This design comes from an exercise in tuning for small area, a short achievable clock period and few clock cycles per item on the open sky130 flow, not from production work. In this exercise RTL edits were held to simulation tests only and were not proved equivalent to the original.

== job 101 ==
==> flow/design.v <==
module temperature_calculator (
  input  logic               clk,
  input  logic               rst_n,
  input  logic               start,
  input  logic [31:0]        tc_base,
  input  logic [7:0]         tc_ref,
  input  logic [15:0]        adc_data,
  output logic               busy,
  output logic               done,
  output logic               div_zero,
  output logic signed [31:0] tempc
);
  logic [31:0] p;       
  logic [15:0] r;       
  logic [17:0] x;       
  logic [16:0] m3;      
  logic [15:0] a;       
  logic [7:0]  hl;      
  logic [5:0]  kb;      
  logic [3:0]  sh;      
  logic [3:0]  cnt;     
  logic        ph;      
  logic        first;   
  logic [2:0]  sa, sb;  
  logic        fdiv;    
  logic        satf;    
  logic        last;    
  logic        sgn;
  assign tempc = p;
  function automatic logic [2:0] onehot3(input logic [1:0] v);
    onehot3 = {v == 2'd3, v == 2'd2, v == 2'd1};
  endfunction
  logic [14:0] mag_in;
  logic [5:0]  bl_base;
  logic [3:0]  sref;
  logic [3:0]  rh_in, rl_in;
  logic        base_zero, ref_zero, mag_zero;
  logic [31:0] p_in;
  assign mag_in    = adc_data[14:0];
  assign rh_in     = tc_ref[7:4];
  assign rl_in     = tc_ref[3:0];
  assign base_zero = (tc_base == 32'd0);
  assign ref_zero  = (tc_ref == 8'd0);
  assign mag_zero  = (mag_in == 15'd0);
  always_comb begin
    bl_base = 6'd0;
    for (int i = 0; i < 32; i++) if (tc_base[i]) bl_base = 6'(i + 1);
    if      (tc_ref >= 8'd182) sref = 4'd0;
    else if (tc_ref >= 8'd128) sref = 4'd1;
    else if (tc_ref >= 8'd91)  sref = 4'd2;
    else if (tc_ref >= 8'd64)  sref = 4'd3;
    else if (tc_ref >= 8'd46)  sref = 4'd4;
    else if (tc_ref >= 8'd32)  sref = 4'd5;
    else if (tc_ref >= 8'd23)  sref = 4'd6;
    else if (tc_ref >= 8'd16)  sref = 4'd7;
    else if (tc_ref >= 8'd12)  sref = 4'd8;
    else if (tc_ref >= 8'd8)   sref = 4'd9;
    else if (tc_ref >= 8'd6)   sref = 4'd10;
    else if (tc_ref >= 8'd4)   sref = 4'd11;
    else if (tc_ref >= 8'd3)   sref = 4'd12;
    else if (tc_ref >= 8'd2)   sref = 4'd13;
    else                       sref = 4'd15;
    if (ref_zero)
      p_in = mag_zero ? 32'd0 : (adc_data[15] ? 32'h8000_0001 : 32'h7FFF_FFFF);
    else
      p_in = tc_base;
  end
  logic [16:0] pp0, pp1;
  logic [18:0] s;
  always_comb begin
    pp0 = ({17{sa[0]}} & {2'd0, x[14:0]}) | ({17{sa[1]}} & {1'd0, x[14:0], 1'b0})
        | ({17{sa[2]}} & m3);
    pp1 = ({17{sb[0]}} & {2'd0, x[14:0]}) | ({17{sb[1]}} & {1'd0, x[14:0], 1'b0})
        | ({17{sb[2]}} & m3);
  end
  assign s = {4'b0, first ? 15'd0 : r[14:0]} + {2'b0, pp0} + {pp1, 2'b0};
  logic [17:0] bsum;
  assign bsum = {2'd0, a} + (first ? {5'd0, hl, 5'd0} : {1'b0, a, 1'b0});
  logic [6:0] k_raw;
  logic [3:0] nst;
  assign k_raw = {1'b0, kb} + {3'd0, sh};
  always_comb begin
    if (k_raw > 7'd28)      nst = 4'd8;
    else if (k_raw <= 7'd8) nst = 4'd2;
    else                    nst = 4'((k_raw + 7'd3) >> 2);
  end
  logic sat_early;
  assign sat_early = (x[14] && k_raw >= 7'd34) || (x[13] && k_raw >= 7'd35);
  logic [17:0] t;
  logic [18:0] d1, d2, d3;
  assign t  = {r, p[31:30]};
  assign d1 = {1'b0, t} - {3'b0, a};
  assign d2 = {1'b0, t} - {2'b0, a, 1'b0};
  assign d3 = {1'b0, t} - {1'b0, x};
  logic [1:0]  dig;
  logic [15:0] rn;
  always_comb begin
    if (!d3[18])      begin dig = 2'd3; rn = d3[15:0]; end
    else if (!d2[18]) begin dig = 2'd2; rn = d2[15:0]; end
    else if (!d1[18]) begin dig = 2'd1; rn = d1[15:0]; end
    else              begin dig = 2'd0; rn = t[15:0];  end
  end
  logic [31:0] satval, fin;
  logic [29:0] pneg;
  logic        sat;
  assign satval = sgn ? 32'h8000_0001 : 32'h7FFF_FFFF;
  assign pneg   = ~p[29:0] + 30'd1;
  assign sat    = p[29] || satf;
  always_comb begin
    if (sat)            fin = satval;
    else if (!sgn)      fin = {p[29:0], dig};
    else if (d1[18])    fin = {pneg, 2'b00};                
    else                fin = {~p[29:0], 2'(~dig + 2'd1)};
  end
  logic start_ok, run;
  assign start_ok = start && !busy;
  assign run      = busy && !done;
  always_ff @(posedge clk) begin
    r <= ph ? rn : {1'b0, s[18:4]};
  end
  always_ff @(posedge clk) begin
    if (start_ok) begin
      x     <= {3'd0, mag_in};
      m3    <= {2'd0, mag_in} + {1'd0, mag_in, 1'b0};
      a     <= {8'(rh_in) * 8'(rh_in), 8'(rl_in) * 8'(rl_in)};
      hl    <= 8'(rh_in) * 8'(rl_in);
      kb    <= bl_base;
      sa    <= onehot3(tc_base[1:0]);
      sb    <= onehot3(tc_base[3:2]);
      fdiv  <= 1'b0;
      satf  <= 1'b0;
      sh    <= sref;
      sgn   <= adc_data[15];
      ph    <= 1'b0;
      first <= 1'b1;
      cnt   <= 4'd0;
    end else if (run) begin
      if (!ph) begin
        first <= 1'b0;
        cnt   <= cnt + 4'd1;
        sa    <= onehot3(p[5:4]);
        sb    <= onehot3(p[7:6]);
        if (first) begin
          a  <= bsum[15:0];
          kb <= {2'd0, nst};
          if (sat_early) begin
            ph   <= 1'b1;
            satf <= 1'b1;
            last <= 1'b1;
          end
        end else if (cnt + 4'd1 == kb[3:0]) begin
          ph   <= 1'b1;
          fdiv <= (kb[3:0] == 4'd8);
          x    <= bsum;
          cnt  <= 4'({kb[3:0], 1'b0} - 5'd1);
          last <= 1'b0;
        end
      end else begin
        cnt  <= cnt - 4'd1;
        fdiv <= 1'b0;
        satf <= fdiv && !d2[18];
        last <= (cnt == 4'd1) || (fdiv && !d2[18]);
      end
    end
  end
  always_ff @(posedge clk or negedge rst_n) begin
    if (!rst_n) begin
      busy     <= 1'b0;
      done     <= 1'b0;
      div_zero <= 1'b0;
      p        <= 32'd0;
    end else if (!busy) begin
      busy <= start;
      if (start) begin
        div_zero <= ref_zero;
        p        <= p_in;
        done     <= base_zero || ref_zero;
      end
    end else if (done) begin
      busy <= 1'b0;
      done <= 1'b0;
    end else if (!ph) begin
      p <= {s[3:0], p[31:4]};
    end else if (last) begin
      p    <= fin;
      done <= 1'b1;
    end else begin
      p <= {p[29:0], dig};
    end
  end
endmodule
==> flow/config.mk <==
export PLATFORM = sky130hd
export DESIGN_NAME = temperature_calculator
export DESIGN_NICKNAME = temperature_calculator
export VERILOG_FILES = /design/flow/design.v
export SDC_FILE = /design/flow/constraint.sdc
export NUM_CORES = 4
export LEC_CHECK = 0
export CAP_MARGIN = 20
export CORE_MARGIN = 2
export CORE_UTILIZATION = 40
export CTS_BUF_LIST = sky130_fd_sc_hd__clkbuf_4 sky130_fd_sc_hd__clkbuf_8
export SETUP_SLACK_MARGIN = 4.8
export SLEW_MARGIN = 20
==> flow/constraint.sdc <==
create_clock -name core_clock -period 8.5 [get_ports {clk}]
set_input_delay 1.7000 -clock core_clock [delete_from_list [all_inputs] [get_ports {clk}]]
set_output_delay 1.7000 -clock core_clock [all_outputs]
set_load 0.01 [all_outputs]
standard.sh (not shown) runs the stock make flow with config.mk's settings and CLKGATE_MAP_FILE= SYNTH_SCRIPT=/design/flow/synth_recipe.tcl, a recipe that flattens the netlist after the stock synthesis.
==> flow/flow/run.sh <==
#!/bin/bash
# Standard layout with buf_4 port buffers.
export BUFFER_PORTS_ARGS="-buffer_cell sky130_fd_sc_hd__buf_4"
bash standard.sh > standard_run.log 2>&1
Testbench counts of job 101, summed over its fixed seeds: cycles 10,650, items 960.
Changes in job 102 relative to job 101:
--- a/flow/design.v
+++ b/flow/design.v
@@ -76,16 +76,17 @@
   assign s = {4'b0, first ? 15'd0 : r[14:0]} + {2'b0, pp0} + {pp1, 2'b0};
   logic [17:0] bsum;
   assign bsum = {2'd0, a} + (first ? {5'd0, hl, 5'd0} : {1'b0, a, 1'b0});
-  logic [6:0] k_raw;
+  logic [6:0] ks, k_raw;
   logic [3:0] nst;
-  assign k_raw = {1'b0, kb} + {3'd0, sh};
+  assign ks    = {1'b0, kb} + {3'd0, sh};
+  assign k_raw = (x[14] || sh == 4'd0) ? ks : ks - 7'd1;
   always_comb begin
     if (k_raw > 7'd28)      nst = 4'd8;
     else if (k_raw <= 7'd8) nst = 4'd2;
     else                    nst = 4'((k_raw + 7'd3) >> 2);
   end
   logic sat_early;
-  assign sat_early = (x[14] && k_raw >= 7'd34) || (x[13] && k_raw >= 7'd35);
+  assign sat_early = (x[14] && ks >= 7'd34) || (x[13] && ks >= 7'd35) || (x[12] && ks >= 7'd36);
   logic [17:0] t;
   logic [18:0] d1, d2, d3;
   assign t  = {r, p[31:30]};
Findings:
Against job 101, job 102 reports a met2 capacity usage during global routing that is higher.
Per the comparison of job 102 with job 101, cell count after synthesis higher, XOR/XNOR share of the synthesized area now sits at about the same level, worst setup slack after layout went down 76 ps.
The highest layer used for signal routing comes out met4 in one run and met5 in the other, namely in job 102 and job 101 respectively.
The met1 global-route usage was comparable across job 101 and job 102.
Job 102 vs. job 101: layout overhead on the synthesized area saw little to no change, multi-input gate area in the final layout saw an increase, first-pass GRT wire length saw an increase, number of library cell types mapped by synthesis saw a decrease.
Cmp job 101 and job 102 / placed cell area / higher: job 102
Compared with job 101, in job 102 top achievable clock speed fell by about 2%, post-synth net total rose by about 4%, non-clock buffer count fell by 3.6%, register-to-register slack stayed essentially flat.
The slowest cell on the critical path comes out or4_1 in one run and fa_1 in the other, namely in job 101 and job 102 respectively.
Testbench counts of job 102, summed over its fixed seeds: cycles 10,545, items 960.

* * *

// temperature_calculator: RTL as listed in full above, without the edits since
==> flow/config.mk <==
export PLATFORM = sky130hd
export DESIGN_NAME = temperature_calculator
export DESIGN_NICKNAME = temperature_calculator
export VERILOG_FILES = /design/flow/design.v
export SDC_FILE = /design/flow/constraint.sdc
export NUM_CORES = 4
export LEC_CHECK = 0
export CAP_MARGIN = 20
export CORE_MARGIN = 2
export CORE_UTILIZATION = 40
export CTS_BUF_LIST = sky130_fd_sc_hd__clkbuf_4 sky130_fd_sc_hd__clkbuf_8
export SETUP_SLACK_MARGIN = 5
export SLEW_MARGIN = 20
==> flow/constraint.sdc <==
create_clock -name core_clock -period 8.5 [get_ports {clk}]
set_input_delay 1.7000 -clock core_clock [delete_from_list [all_inputs] [get_ports {clk}]]
set_output_delay 1.7000 -clock core_clock [all_outputs]
set_load 0.01 [all_outputs]
Scripts as last shown in full above: flow/flow/run.sh
Testbench counts at the start, summed over its fixed seeds: cycles 10,650, items 960.
Change:
--- a/flow/design.v
+++ b/flow/design.v
@@ -22,4 +22,5 @@
   logic        ph;      
   logic        first;   
+  logic        second;  
   logic [2:0]  sa, sb;  
   logic        fdiv;    
@@ -76,5 +77,5 @@
   assign s = {4'b0, first ? 15'd0 : r[14:0]} + {2'b0, pp0} + {pp1, 2'b0};
   logic [17:0] bsum;
-  assign bsum = {2'd0, a} + (first ? {5'd0, hl, 5'd0} : {1'b0, a, 1'b0});
+  assign bsum = {2'd0, a} + (second ? {5'd0, hl, 5'd0} : {1'b0, a, 1'b0});
   logic [6:0] k_raw;
   logic [3:0] nst;
@@ -82,5 +83,5 @@
   always_comb begin
     if (k_raw > 7'd28)      nst = 4'd8;
-    else if (k_raw <= 7'd8) nst = 4'd2;
+    else if (k_raw <= 7'd12) nst = 4'd3;
     else                    nst = 4'((k_raw + 7'd3) >> 2);
   end
@@ -124,5 +125,6 @@
       m3    <= {2'd0, mag_in} + {1'd0, mag_in, 1'b0};
       a     <= {8'(rh_in) * 8'(rh_in), 8'(rl_in) * 8'(rl_in)};
-      hl    <= 8'(rh_in) * 8'(rl_in);
+      hl    <= tc_ref;
+      second <= 1'b0;
       kb    <= bl_base;
       sa    <= onehot3(tc_base[1:0]);
@@ -137,10 +139,11 @@
     end else if (run) begin
       if (!ph) begin
-        first <= 1'b0;
-        cnt   <= cnt + 4'd1;
+        first  <= 1'b0;
+        second <= first;
+        cnt    <= cnt + 4'd1;
         sa    <= onehot3(p[5:4]);
         sb    <= onehot3(p[7:6]);
         if (first) begin
-          a  <= bsum[15:0];
+          hl <= 8'(hl[7:4]) * 8'(hl[3:0]);
           kb <= {2'd0, nst};
           if (sat_early) begin
@@ -149,4 +152,6 @@
             last <= 1'b1;
           end
+        end else if (second) begin
+          a  <= bsum[15:0];
         end else if (cnt + 4'd1 == kb[3:0]) begin
           ph   <= 1'b1;
=> Synthesized cell count is higher by 5.2%. Critical path depth is higher by 4. Setup slack got worse by 0.29 ns. Wire length is higher by 7.3%. Cell area is higher by 1.6%. Utilization is lower by 0.75 points. Global-route usage is higher by 0.77 points. Flip-flop and latch count is higher by 1.
Testbench counts after the change, summed over its fixed seeds: cycles 10,650, items 960.

## afterwards: timing with drivers on the ports
No port has a modelled driver above. Below, the same layouts with a new extraction and two added sets of constraints. Step 1 assumes that a clkbuf_16 drives the clock port and a buf_2 every other input. Step 2, shift: input delay + t, output delay - t, t = (earliest + latest rising clock arrival at the registers) / 2. This alone moves slack from input paths to output paths. Three values: ideal, step 1, step 2; two values: the first two.
| run | shift t [ns] | setup WS [ns] | hold slack, ns | worst setup path at the end | clock arrival spread, ns |
|---|---|---|---|---|---|
| job 101 | 0.528 | 4.875 / 4.875 / 4.359 | 0.466 / 0.466 / 0.466 | input to register | 0.021 / 0.021 |
| job 102 | 0.546 | 4.799 / 4.816 / 4.270 | 0.478 / 0.478 / 0.478 | input to register | 0.023 / 0.023 |
| the first run of note 2 | 0.529 | 4.936 / 4.936 / 4.451 | 0.475 / 0.475 / 0.475 | input to register | 0.020 / 0.020 |
| the second run of note 2 | 0.553 | 4.647 / 4.647 / 4.554 | 0.485 / 0.485 / 0.485 | input to register | 0.021 / 0.022 |
After both steps every run listed still meets setup and hold. For job 102, which loses most, drivers alone change the setup slack by +0.017 ns; drivers and shift together by -0.529 ns.
